This is an optimization exercise on Yosys and OpenROAD, whose aim is small area, a short achievable clock period and few clock cycles per item, not a production implementation. In this exercise RTL edits were held to simulation tests only and were not proved equivalent to the original. Power and IR drop assume default switching activity.

`constraint.sdc`:
```
create_clock -name core_clock -period 9.0 [get_ports {gwe}]
set_input_delay 1.8000 -clock core_clock [delete_from_list [all_inputs] [get_ports {gwe}]]
set_output_delay 1.8000 -clock core_clock [all_outputs]
set_load 0.01 [all_outputs]
```
`config.mk`:
```
export PLATFORM = sky130hd
export DESIGN_NAME = lc4_ooo_core
export DESIGN_NICKNAME = lc4_ooo_core
export VERILOG_FILES = /design/flow/design.v
export SDC_FILE = /design/flow/constraint.sdc
export NUM_CORES = 4
export LEC_CHECK = 0
export CAP_MARGIN = 20
export CORE_MARGIN = 2
export CORE_UTILIZATION = 40
export SLEW_MARGIN = 20
```
`run.sh`:
```
#!/bin/bash
# synth_recipe.tcl (not shown) runs the flow's synth.tcl, then flattens the netlist and writes it again
# the make line also repeats each setting of config.mk as NAME=value (left out here)
make -C /OpenROAD-flow-scripts/flow DESIGN_CONFIG=/design/flow/config.mk WORK_HOME=/design/flow/orfs CLKGATE_MAP_FILE= SYNTH_SCRIPT=/design/flow/synth_recipe.tcl finish
```
`design.v`:
```
`default_nettype none
package lc4_pkg;
   localparam int XLEN      = 16;
   localparam int AREG_W    = 3;    
   localparam int PREG_N    = 16;
   localparam int PREG_W    = 4;
   localparam int FREE_N    = 8;    
   localparam int FREE_W    = 3;
   localparam int ROB_DEPTH = 4;
   localparam int ROB_W     = 2;
   localparam int CREDIT_W  = 3;
   localparam logic [XLEN-1:0] RESET_PC = 16'h8200;
   localparam logic [3:0] OP_ARITH = 4'b0001;
   localparam logic [3:0] OP_LOGIC = 4'b0101;
   localparam logic [3:0] OP_CONST = 4'b1001;
   function automatic logic insn_writes_rd(input logic [XLEN-1:0] insn);
      case (insn[15:12])
         OP_ARITH: insn_writes_rd = insn[5] || (insn[4:3] != 2'b11);
         OP_LOGIC: insn_writes_rd = 1'b1;
         OP_CONST: insn_writes_rd = 1'b1;
         default:  insn_writes_rd = 1'b0;
      endcase
   endfunction
   function automatic logic insn_reads_rs(input logic [XLEN-1:0] insn);
      case (insn[15:12])
         OP_ARITH: insn_reads_rs = insn[5] || (insn[4:3] != 2'b11);
         OP_LOGIC: insn_reads_rs = 1'b1;
         default:  insn_reads_rs = 1'b0;
      endcase
   endfunction
   function automatic logic insn_reads_rt(input logic [XLEN-1:0] insn);
      case (insn[15:12])
         OP_ARITH: insn_reads_rt = !insn[5] && (insn[4:3] != 2'b11);
         OP_LOGIC: insn_reads_rt = !insn[5] && (insn[4:3] != 2'b01);
         default:  insn_reads_rt = 1'b0;
      endcase
   endfunction
   function automatic logic [2:0] nzp_of(input logic [XLEN-1:0] value);
      if (value == '0)
         nzp_of = 3'b010;
      else if (value[XLEN-1])
         nzp_of = 3'b100;
      else
         nzp_of = 3'b001;
   endfunction
endpackage
`default_nettype wire
`timescale 1ns/1ps
`default_nettype none
module lc4_fetch (
   input  logic                     gwe,
   input  logic                     rst_n,
   output logic [lc4_pkg::XLEN-1:0] imem_addr,
   input  logic [lc4_pkg::XLEN-1:0] imem_out,
   input  logic                     credit_return,
   output logic                     fetch_valid,
   output logic [lc4_pkg::XLEN-1:0] fetch_pc,
   output logic [lc4_pkg::XLEN-1:0] fetch_insn
);
   logic [lc4_pkg::XLEN-1:0]     pc_q;
   logic [lc4_pkg::CREDIT_W-1:0] credits_q;   
   assign fetch_valid = (credits_q != '0);
   assign imem_addr   = pc_q;
   assign fetch_pc    = pc_q;
   assign fetch_insn  = imem_out;             
   always_ff @(posedge gwe or negedge rst_n) begin
      if (!rst_n) begin
         pc_q      <= lc4_pkg::RESET_PC;
         credits_q <= lc4_pkg::ROB_DEPTH[lc4_pkg::CREDIT_W-1:0];
      end else begin
         if (fetch_valid)
            pc_q <= pc_q + 1'b1;              
         case ({fetch_valid, credit_return})
            2'b10:   credits_q <= credits_q - 1'b1;
            2'b01:   credits_q <= credits_q + 1'b1;
            default: credits_q <= credits_q;
         endcase
      end
   end
endmodule
`default_nettype wire
`timescale 1ns/1ps
`default_nettype none
module lc4_rename (
   input  logic                       gwe,
   input  logic                       rst_n,
   input  logic                       fetch_valid,
   input  logic [lc4_pkg::XLEN-1:0]   fetch_insn,
   output logic [lc4_pkg::PREG_W-1:0] ps1,
   output logic [lc4_pkg::PREG_W-1:0] ps2,
   output logic [lc4_pkg::PREG_W-1:0] pd,
   output logic [lc4_pkg::PREG_W-1:0] pd_old,
   input  logic                       free_valid,
   input  logic [lc4_pkg::PREG_W-1:0] free_preg
);
   localparam int AREG_N = 1 << lc4_pkg::AREG_W;
   logic [lc4_pkg::PREG_W-1:0] map_q  [AREG_N];
   logic [lc4_pkg::PREG_W-1:0] free_q [lc4_pkg::FREE_N];
   logic [lc4_pkg::FREE_W-1:0] fl_head_q;    
   logic [lc4_pkg::FREE_W-1:0] fl_tail_q;    
   logic [lc4_pkg::AREG_W-1:0] rd, rs, rt;
   logic                       alloc;
   assign rd = fetch_insn[11:9];
   assign rs = fetch_insn[8:6];
   assign rt = fetch_insn[2:0];
   assign alloc  = fetch_valid && lc4_pkg::insn_writes_rd(fetch_insn);
   assign ps1    = map_q[rs];
   assign ps2    = map_q[rt];
   assign pd_old = map_q[rd];
   assign pd     = alloc ? free_q[fl_head_q] : map_q[rd];
   always_ff @(posedge gwe or negedge rst_n) begin
      if (!rst_n) begin
         for (int i = 0; i < AREG_N; i++)
            map_q[i] <= i[lc4_pkg::PREG_W-1:0];
         for (int i = 0; i < lc4_pkg::FREE_N; i++)
            free_q[i] <= i[lc4_pkg::PREG_W-1:0] + AREG_N[lc4_pkg::PREG_W-1:0];
         fl_head_q <= '0;
         fl_tail_q <= '0;
      end else begin
         if (alloc) begin
            map_q[rd] <= free_q[fl_head_q];
            fl_head_q <= fl_head_q + 1'b1;
         end
         if (free_valid) begin                 
            free_q[fl_tail_q] <= free_preg;
            fl_tail_q         <= fl_tail_q + 1'b1;
         end
      end
   end
endmodule
`default_nettype wire
`timescale 1ns/1ps
`default_nettype none
module lc4_prf (
   input  logic                       gwe,
   input  logic                       rst_n,
   input  logic                       alloc_valid,
   input  logic [lc4_pkg::PREG_W-1:0] alloc_preg,
   input  logic [lc4_pkg::PREG_W-1:0] rd1_preg,
   input  logic [lc4_pkg::PREG_W-1:0] rd2_preg,
   output logic [lc4_pkg::XLEN-1:0]   rd1_value,
   output logic [lc4_pkg::XLEN-1:0]   rd2_value,
   output logic [lc4_pkg::PREG_N-1:0] ready,
   input  logic                       wb_valid,
   input  logic [lc4_pkg::PREG_W-1:0] wb_preg,
   input  logic [lc4_pkg::XLEN-1:0]   wb_value
);
   logic [lc4_pkg::XLEN-1:0]   regs_q [lc4_pkg::PREG_N];
   logic [lc4_pkg::PREG_N-1:0] ready_q;
   logic [lc4_pkg::PREG_N-1:0] wb_hit;
   always_comb begin
      wb_hit          = '0;
      wb_hit[wb_preg] = wb_valid;
   end
   assign ready     = ready_q | wb_hit;
   assign rd1_value = (wb_valid && wb_preg == rd1_preg) ? wb_value : regs_q[rd1_preg];
   assign rd2_value = (wb_valid && wb_preg == rd2_preg) ? wb_value : regs_q[rd2_preg];
   always_ff @(posedge gwe or negedge rst_n) begin
      if (!rst_n) begin
         for (int i = 0; i < lc4_pkg::PREG_N; i++)
            regs_q[i] <= '0;
         ready_q <= '1;
      end else begin
         if (alloc_valid)
            ready_q[alloc_preg] <= 1'b0;    
         if (wb_valid) begin
            regs_q[wb_preg]  <= wb_value;
            ready_q[wb_preg] <= 1'b1;
         end
      end
   end
endmodule
`default_nettype wire
`timescale 1ns/1ps
`default_nettype none
module lc4_rob (
   input  logic                       gwe,
   input  logic                       rst_n,
   input  logic                       fetch_valid,
   input  logic [lc4_pkg::XLEN-1:0]   fetch_pc,
   input  logic [lc4_pkg::XLEN-1:0]   fetch_insn,
   input  logic [lc4_pkg::PREG_W-1:0] ps1,
   input  logic [lc4_pkg::PREG_W-1:0] ps2,
   input  logic [lc4_pkg::PREG_W-1:0] pd,
   input  logic [lc4_pkg::PREG_W-1:0] pd_old,
   input  logic [lc4_pkg::PREG_N-1:0] ready,
   output logic [lc4_pkg::PREG_W-1:0] rd1_preg,
   output logic [lc4_pkg::PREG_W-1:0] rd2_preg,
   output logic                       issue_valid,
   output logic [lc4_pkg::ROB_W-1:0]  issue_index,
   output logic [lc4_pkg::XLEN-1:0]   issue_insn,
   output logic [lc4_pkg::PREG_W-1:0] issue_pd,
   input  logic                       wb_valid,
   input  logic [lc4_pkg::ROB_W-1:0]  wb_index,
   input  logic [lc4_pkg::XLEN-1:0]   wb_value,
   output logic                       credit_return,
   output logic                       free_valid,
   output logic [lc4_pkg::PREG_W-1:0] free_preg,
   output logic                       commit_valid,
   output logic [lc4_pkg::XLEN-1:0]   commit_pc,
   output logic [lc4_pkg::XLEN-1:0]   commit_insn,
   output logic [lc4_pkg::XLEN-1:0]   commit_value,
   output logic                       commit_we,
   output logic [lc4_pkg::AREG_W-1:0] commit_reg,
   output logic [2:0]                 commit_nzp
);
   logic [lc4_pkg::XLEN-1:0]   pc_q     [lc4_pkg::ROB_DEPTH];
   logic [lc4_pkg::XLEN-1:0]   insn_q   [lc4_pkg::ROB_DEPTH];
   logic [lc4_pkg::XLEN-1:0]   result_q [lc4_pkg::ROB_DEPTH];
   logic [lc4_pkg::PREG_W-1:0] ps1_q    [lc4_pkg::ROB_DEPTH];
   logic [lc4_pkg::PREG_W-1:0] ps2_q    [lc4_pkg::ROB_DEPTH];
   logic [lc4_pkg::PREG_W-1:0] pd_q     [lc4_pkg::ROB_DEPTH];
   logic [lc4_pkg::PREG_W-1:0] pd_old_q [lc4_pkg::ROB_DEPTH];
   logic [lc4_pkg::ROB_DEPTH-1:0] entry_valid;
   logic [lc4_pkg::ROB_DEPTH-1:0] issued;
   logic [lc4_pkg::ROB_DEPTH-1:0] done;
   logic [lc4_pkg::ROB_W-1:0]     head_q, tail_q;
   logic                          issue_nop;
   always_comb begin
      logic [lc4_pkg::ROB_W-1:0] idx;
      logic                      srcs_ok;
      issue_valid = 1'b0;
      issue_index = head_q;
      for (int i = 0; i < lc4_pkg::ROB_DEPTH; i++) begin
         idx     = head_q + i[lc4_pkg::ROB_W-1:0];
         srcs_ok = (!lc4_pkg::insn_reads_rs(insn_q[idx]) || ready[ps1_q[idx]]) &&
                   (!lc4_pkg::insn_reads_rt(insn_q[idx]) || ready[ps2_q[idx]]);
         if (!issue_valid && entry_valid[idx] && !issued[idx] && srcs_ok) begin
            issue_valid = 1'b1;
            issue_index = idx;
         end
      end
   end
   assign rd1_preg   = ps1_q[issue_index];
   assign rd2_preg   = ps2_q[issue_index];
   assign issue_insn = insn_q[issue_index];
   assign issue_pd   = pd_q[issue_index];
   assign issue_nop  = issue_valid && !lc4_pkg::insn_writes_rd(issue_insn);   
   assign commit_valid  = entry_valid[head_q] && done[head_q];
   assign commit_pc     = pc_q[head_q];
   assign commit_insn   = insn_q[head_q];
   assign commit_value  = result_q[head_q];
   assign commit_we     = lc4_pkg::insn_writes_rd(commit_insn);
   assign commit_reg    = commit_insn[11:9];
   assign commit_nzp    = lc4_pkg::nzp_of(commit_value);
   assign credit_return = commit_valid;
   assign free_valid    = commit_valid && commit_we;
   assign free_preg     = pd_old_q[head_q];
   always_ff @(posedge gwe or negedge rst_n) begin
      if (!rst_n) begin
         entry_valid <= '0;
         issued      <= '0;
         done        <= '0;
         head_q      <= '0;
         tail_q      <= '0;
      end else begin
         if (commit_valid) begin
            entry_valid[head_q] <= 1'b0;
            head_q              <= head_q + 1'b1;
         end
         if (fetch_valid) begin              
            entry_valid[tail_q] <= 1'b1;
            issued[tail_q]      <= 1'b0;
            done[tail_q]        <= 1'b0;
            tail_q              <= tail_q + 1'b1;
         end
         if (issue_valid)
            issued[issue_index] <= 1'b1;
         if (issue_nop)
            done[issue_index] <= 1'b1;
         if (wb_valid)
            done[wb_index] <= 1'b1;
      end
   end
   always_ff @(posedge gwe) begin
      if (fetch_valid) begin
         pc_q[tail_q]     <= fetch_pc;
         insn_q[tail_q]   <= fetch_insn;
         ps1_q[tail_q]    <= ps1;
         ps2_q[tail_q]    <= ps2;
         pd_q[tail_q]     <= pd;
         pd_old_q[tail_q] <= pd_old;
      end
      if (issue_nop)
         result_q[issue_index] <= '0;
      if (wb_valid)
         result_q[wb_index] <= wb_value;
   end
endmodule
`default_nettype wire
`timescale 1ns/1ps
`default_nettype none
module lc4_alu_pipe (
   input  logic                       gwe,
   input  logic                       rst_n,
   input  logic                       issue_valid,
   input  logic [lc4_pkg::ROB_W-1:0]  issue_index,
   input  logic [lc4_pkg::XLEN-1:0]   issue_insn,
   input  logic [lc4_pkg::PREG_W-1:0] issue_pd,
   input  logic [lc4_pkg::XLEN-1:0]   rs_value,
   input  logic [lc4_pkg::XLEN-1:0]   rt_value,
   output logic                       wb_valid,
   output logic [lc4_pkg::ROB_W-1:0]  wb_index,
   output logic [lc4_pkg::PREG_W-1:0] wb_preg,
   output logic [lc4_pkg::XLEN-1:0]   wb_value
);
   logic                       s1_valid;
   logic [lc4_pkg::ROB_W-1:0]  s1_index;
   logic [lc4_pkg::XLEN-1:0]   s1_insn, s1_rs, s1_rt;
   logic [lc4_pkg::PREG_W-1:0] s1_pd;
   logic [lc4_pkg::XLEN-1:0]   imm5, imm9, result;
   assign imm5 = {{11{s1_insn[4]}}, s1_insn[4:0]};
   assign imm9 = {{7{s1_insn[8]}}, s1_insn[8:0]};
   always_comb begin
      result = '0;                           
      case (s1_insn[15:12])
         lc4_pkg::OP_ARITH:
            if (s1_insn[5])
               result = s1_rs + imm5;
            else
               case (s1_insn[4:3])
                  2'b00:   result = s1_rs + s1_rt;
                  2'b01:   result = s1_rs * s1_rt;
                  2'b10:   result = s1_rs - s1_rt;
                  default: result = '0;      
               endcase
         lc4_pkg::OP_LOGIC:
            if (s1_insn[5])
               result = s1_rs & imm5;
            else
               case (s1_insn[4:3])
                  2'b00:   result = s1_rs & s1_rt;
                  2'b01:   result = ~s1_rs;
                  2'b10:   result = s1_rs | s1_rt;
                  default: result = s1_rs ^ s1_rt;
               endcase
         lc4_pkg::OP_CONST: result = imm9;
         default:           result = '0;
      endcase
   end
   always_ff @(posedge gwe or negedge rst_n) begin
      if (!rst_n) begin
         s1_valid <= 1'b0;
         wb_valid <= 1'b0;
      end else begin
         s1_valid <= issue_valid;
         wb_valid <= s1_valid && lc4_pkg::insn_writes_rd(s1_insn);   
      end
   end
   always_ff @(posedge gwe) begin
      s1_index <= issue_index;
      s1_insn  <= issue_insn;
      s1_pd    <= issue_pd;
      s1_rs    <= rs_value;
      s1_rt    <= rt_value;
      wb_index <= s1_index;
      wb_preg  <= s1_pd;
      wb_value <= result;
   end
endmodule
`default_nettype wire
`timescale 1ns/1ps
`default_nettype none
module lc4_ooo_core (
   input  logic                       gwe,
   input  logic                       rst_n,
   output logic [lc4_pkg::XLEN-1:0]   imem_addr,
   input  logic [lc4_pkg::XLEN-1:0]   imem_out,
   output logic                       commit_valid,
   output logic [lc4_pkg::XLEN-1:0]   commit_pc,
   output logic [lc4_pkg::XLEN-1:0]   commit_insn,
   output logic [lc4_pkg::XLEN-1:0]   commit_value,
   output logic                       commit_we,
   output logic [lc4_pkg::AREG_W-1:0] commit_reg,
   output logic [2:0]                 commit_nzp
);
   logic                       fetch_valid, credit_return, alloc_valid;
   logic [lc4_pkg::XLEN-1:0]   fetch_pc, fetch_insn;
   logic [lc4_pkg::PREG_W-1:0] ps1, ps2, pd, pd_old;
   logic                       free_valid;
   logic [lc4_pkg::PREG_W-1:0] free_preg;
   logic [lc4_pkg::PREG_W-1:0] rd1_preg, rd2_preg;
   logic [lc4_pkg::XLEN-1:0]   rd1_value, rd2_value;
   logic [lc4_pkg::PREG_N-1:0] ready;
   logic                       issue_valid;
   logic [lc4_pkg::ROB_W-1:0]  issue_index;
   logic [lc4_pkg::XLEN-1:0]   issue_insn;
   logic [lc4_pkg::PREG_W-1:0] issue_pd;
   logic                       wb_valid;
   logic [lc4_pkg::ROB_W-1:0]  wb_index;
   logic [lc4_pkg::PREG_W-1:0] wb_preg;
   logic [lc4_pkg::XLEN-1:0]   wb_value;
   assign alloc_valid = fetch_valid && lc4_pkg::insn_writes_rd(fetch_insn);
   lc4_fetch i_fetch (.gwe, .rst_n, .imem_addr, .imem_out, .credit_return,
                      .fetch_valid, .fetch_pc, .fetch_insn);
   lc4_rename i_rename (.gwe, .rst_n, .fetch_valid, .fetch_insn, .ps1, .ps2, .pd, .pd_old,
                        .free_valid, .free_preg);
   lc4_prf i_prf (.gwe, .rst_n, .alloc_valid, .alloc_preg(pd), .rd1_preg, .rd2_preg,
                  .rd1_value, .rd2_value, .ready, .wb_valid, .wb_preg, .wb_value);
   lc4_rob i_rob (.gwe, .rst_n, .fetch_valid, .fetch_pc, .fetch_insn, .ps1, .ps2, .pd, .pd_old,
                  .ready, .rd1_preg, .rd2_preg, .issue_valid, .issue_index, .issue_insn,
                  .issue_pd, .wb_valid, .wb_index, .wb_value, .credit_return, .free_valid,
                  .free_preg, .commit_valid, .commit_pc, .commit_insn, .commit_value,
                  .commit_we, .commit_reg, .commit_nzp);
   lc4_alu_pipe i_alu (.gwe, .rst_n, .issue_valid, .issue_index, .issue_insn, .issue_pd,
                       .rs_value(rd1_value), .rt_value(rd2_value),
                       .wb_valid, .wb_index, .wb_preg, .wb_value);
endmodule
`default_nettype wire
```
==> results.txt <==
[layout make-up]
type / instances / area, sq um / share of cell area
clock buffers: 106 / 2180 / 0.0452
clock inverters: 36 / 429 / 0.00891
inverters: 279 / 1050 / 0.0218
multi-input cells: 2610 / 22400 / 0.466
flip-flops and latches: 708 / 18700 / 0.389
well taps: 1403 / 1760 / 0.0365
repair buffers: 174 / 1590 / 0.0330
[final timing paths]
check / startpoint / to / slack, ns / depth (start not counted)
worst min-delay path: i_alu.s1_index[1] / i_alu.wb_index[1] / 0.33 / 0
min in group asynchronous: rst_n / i_prf.regs_q[4][3] / 1.24 / 1
worst min register to register: i_alu.s1_index[1] / i_alu.wb_index[1] / 0.33 / 0
worst max-delay path: i_alu.wb_preg[0] / i_alu.s1_rt[4] / 0.97 / 20
worst max register to register: i_alu.wb_preg[0] / i_alu.s1_rt[4] / 0.97 / 20
max in group asynchronous: rst_n / i_prf.regs_q[9][15] / 6.27 / 2
[power by group through the flow]
stage,registers (mW),logic [mW],clock network (mW)
final,3.33,0.0932,3.24
after global routing,3.33,0.107,3.43
after CTS,3.33,0.0961,3.30
after detailed placement,3.39,0.0959,0
after global placement,3.39,0.0950,0
after floorplan,3.39,0.0329,0
[cells in the mapped netlist (all sizes together), types with 12 or more instances]
cell,number
mux2,334
dfrtp,328
nand2,278
inv,273
edfxtp,256
nor2,209
o21ai,183
clkbuf,157
ha,142
a22oi,137
mux4,118
a21oi,112
buf,105
xnor2,96
fa,82
and2,80
dfxtp,73
mux2i,69
nand3,61
dfstp,51
and3,48
nor3,39
nand4,37
a211oi,36
nor4,35
a221oi,33
a31oi,33
a222oi,31
o211ai,27
a22o,25
nor4b,24
o22ai,24
xor2,21
nor2b,20
a2111oi,19
a21o,18
nand2b,17
o21bai,15
o31ai,15
nor3b,13
o221ai,13
or3,12
[layer usage]
metal	share of wire	GRT usage	routed length [um]
met1	0.42	0.342	59000
met2	0.45	0.392	64400
met3	0.086	0.0497	12200
met4	0.043	0.102	6080
met5	0	0	0
[sequential cells by signal, summed over array words and instances (netlist names), 13 cells and up]
| name | cells |
|---|---|
| i_alu.s1_insn | 13 |
| i_alu.s1_rs | 16 |
| i_alu.s1_rt | 16 |
| i_alu.wb_value | 16 |
| i_fetch.pc_q | 16 |
| i_prf.ready_q | 16 |
| i_prf.regs_q | 256 |
| i_rename.free_q | 32 |
| i_rename.map_q | 32 |
| i_rob.insn_q | 64 |
| i_rob.pc_q | 64 |
| i_rob.pd_old_q | 16 |
| i_rob.pd_q | 16 |
| i_rob.ps1_q | 16 |
| i_rob.ps2_q | 16 |
| i_rob.result_q | 64 |
[cells by family after synthesis]
| logic type | share of synthesized area |
|---|---|
| DFF | 0.432 |
| adders and majority gates | 0.0789 |
| buffers and inverters | 0.0518 |
| muxes | 0.165 |
| and+or+nand+nor | 0.115 |
| xor gates and xnor gates | 0.0237 |
| AOI/OAI and AO/OA | 0.135 |
==> impl_results.md <==
* Initial Util at 0.404
* Die H at 333 um
* ANT cells at 0
* Initial antenna violation count at 0
* Clock skew at 0.0347 ns
* Arr. time, crit path at 8.53 ns
* Post-route clock period utilization at 0.892
* Final GP Congestion at 0.950
* Switching fraction of total power at 0.214
* Area grow syn2layout at 11.1%
* H-Tree Depth at 3
* Slowest CP cell: dfxtp_1
* Non-Filler Instances at 5316
* Hold Crit Class: flop to flop
* Post-Synthesis Cells at 3859
* Max-slew violations at 0
* Max-Cap Viols at 0
* IO Port Bufs at 89
* Buf+Inv Stages, Crit Path at 3
* Clock Path Buffers at 3
* Number of top-level pins at 90
* Int Power at 5.24 mW
* Synth Register Bits at 708
* DIE AREA at 111000 sq um
* Syn avg cell area at 11.2 sq um
* Vias per inst at 6.15
* CTS tree: built
* Detail Placement HPWL at 96800 um
* Synth unique cells at 117
* Fin Hold WS at 0.327 ns
* Fin. Hold Viols at 0
* Worst setup EP type: flop
* Pre-CTS worst setup slack at 1.18 ns
* Num rows at 120
* Yosys Warn Count at 9
* Vias at 32.7k
* Buffer count from post-CTS setup fixing at 0
* Largest cells by area after synthesis: dfrtp_1 (19%), edfxtp_1 (18%), mux2_2 (8.6%)
* CTS Hold Buffers Added at 0
* Maximum ir drop on the vdd rail at 0.168 mV
* First-pass GRT wire length at 211000 um
* Most frequent cells in the layout: mux2_2 (331), dfrtp_1 (326), nand2_1 (275)
* Min Tclk post-route at 8.03 ns
* Net Count, Synth at 4101
* Total track usage at 0.251
* CP Data Required Time at 9.50 ns
* Peak Freq at 125 MHz
* Design Area, Final at 48100 sq um
* Power Total at 6.67 mW
* Die W at 333 um
* EDFF count, synth at 256
* Clock slew at reported path FFs at 0.07 ns
* CP delay by family, top: simple AND/OR/NAND/NOR gates
* Seq/Total Area, Yosys at 0.432
* Post-CTS sizing at 0
* Fillers at 9964
* Final setup viols at 0
* Core Footprint at 107000 sq um
* Ys async rst share at 0.535
* Post-Syn Area at 43300 sq um
* Per-cell routed wire length at 26.7 um
* Nets at 4092
* Initial DRC count at 3829
* First-pass DRT Iterations at 8
* Net switching power at 1.43 mW
* Nature of the critical path startpoint: flop
* Share of the synthesized area in the top cell type at 0.189
* Final core area utilization at 0.449
* CTS buffer count at 77
* Slew headroom at 0.197
* Worst-Skew Late Latency at 0.65 ns
* RSZ-0062 raised after global routing: no
* Crit-path max cell delay at 0.95 ns
* Layout cells sized above 1 at 0.207
* Residual DRC at 0
* Routed Antenna Nets at 0
* Total Routed Length at 142000 um
* Synth area leader: dfrtp_1
* Clock Sinks at 708
* Combinational share of power at 0.014
* CTS root buffer: clkbuf_16
* Status: finished clean
* Critical Path Fanout Max at 35
* LEAKAGE at 19.0 nW
* Top_reg_cell synth: dfrtp_1
* Clk pwr share at 0.486
* Vias in the first global route at 32.0k
* Commonest non-fill, non-tap cell in the layout: mux2_2
* Setup_tns at 0 ns
* CP Cell Sequence: inv_2, ha_1, or3b_1, nor3_2, a211oi_1, mux4_2, mux2i_1, nor3_1, a211o_1, mux2_4, nand3_4, inv_2, o2111ai_1, nand2_2, buf_4, nor3_2, a222oi_1, nand4_1, nor3_1, o21ai_1
* Post-DP Area at 45500 sq um
* Setup WS post-layout at 0.972 ns
* Crit Path Category: flop to flop
* Placed Cells at 5173
* Pwr/cell area at 138 nW/um^2
* Pin count of the biggest net entering global routing at 171
* Measured slew at the worst slew-check pin at 1.20 ns
* Share of power burned in registers at 0.500
* Grt ovf at 0
Testbench counts, summed over its fixed seeds: cycles 20,967, items 16,000.

## afterwards: timing with drivers on the ports
How much do the figures lean on ideal ports? The routed layout below was timed once more, with nothing changed but the port constraints. Step 1 (the two cells are an assumption about what drives the block):
set clk [get_ports {gwe}]
set_driving_cell -lib_cell sky130_fd_sc_hd__clkbuf_16 $clk
set_driving_cell -lib_cell sky130_fd_sc_hd__buf_2 [delete_from_list [all_inputs] $clk]
Step 2 also shifts input and output timing later by t, the mid clock arrival at the registers, as if the neighbouring blocks saw the same clock. Three values: no drivers, after step 1, after step 2; two values: the first two.
shift t [ns]: 0.697
setup slack, ns: 0.972 / 0.972 / 0.972
latest minus earliest clock arrival (ns): 0.035 / 0.035
pins driven straight from the clock port: 1
After both steps this run still meets setup and hold. For this run, drivers alone change the setup slack by 0.000 ns; drivers and shift together by 0.000 ns.
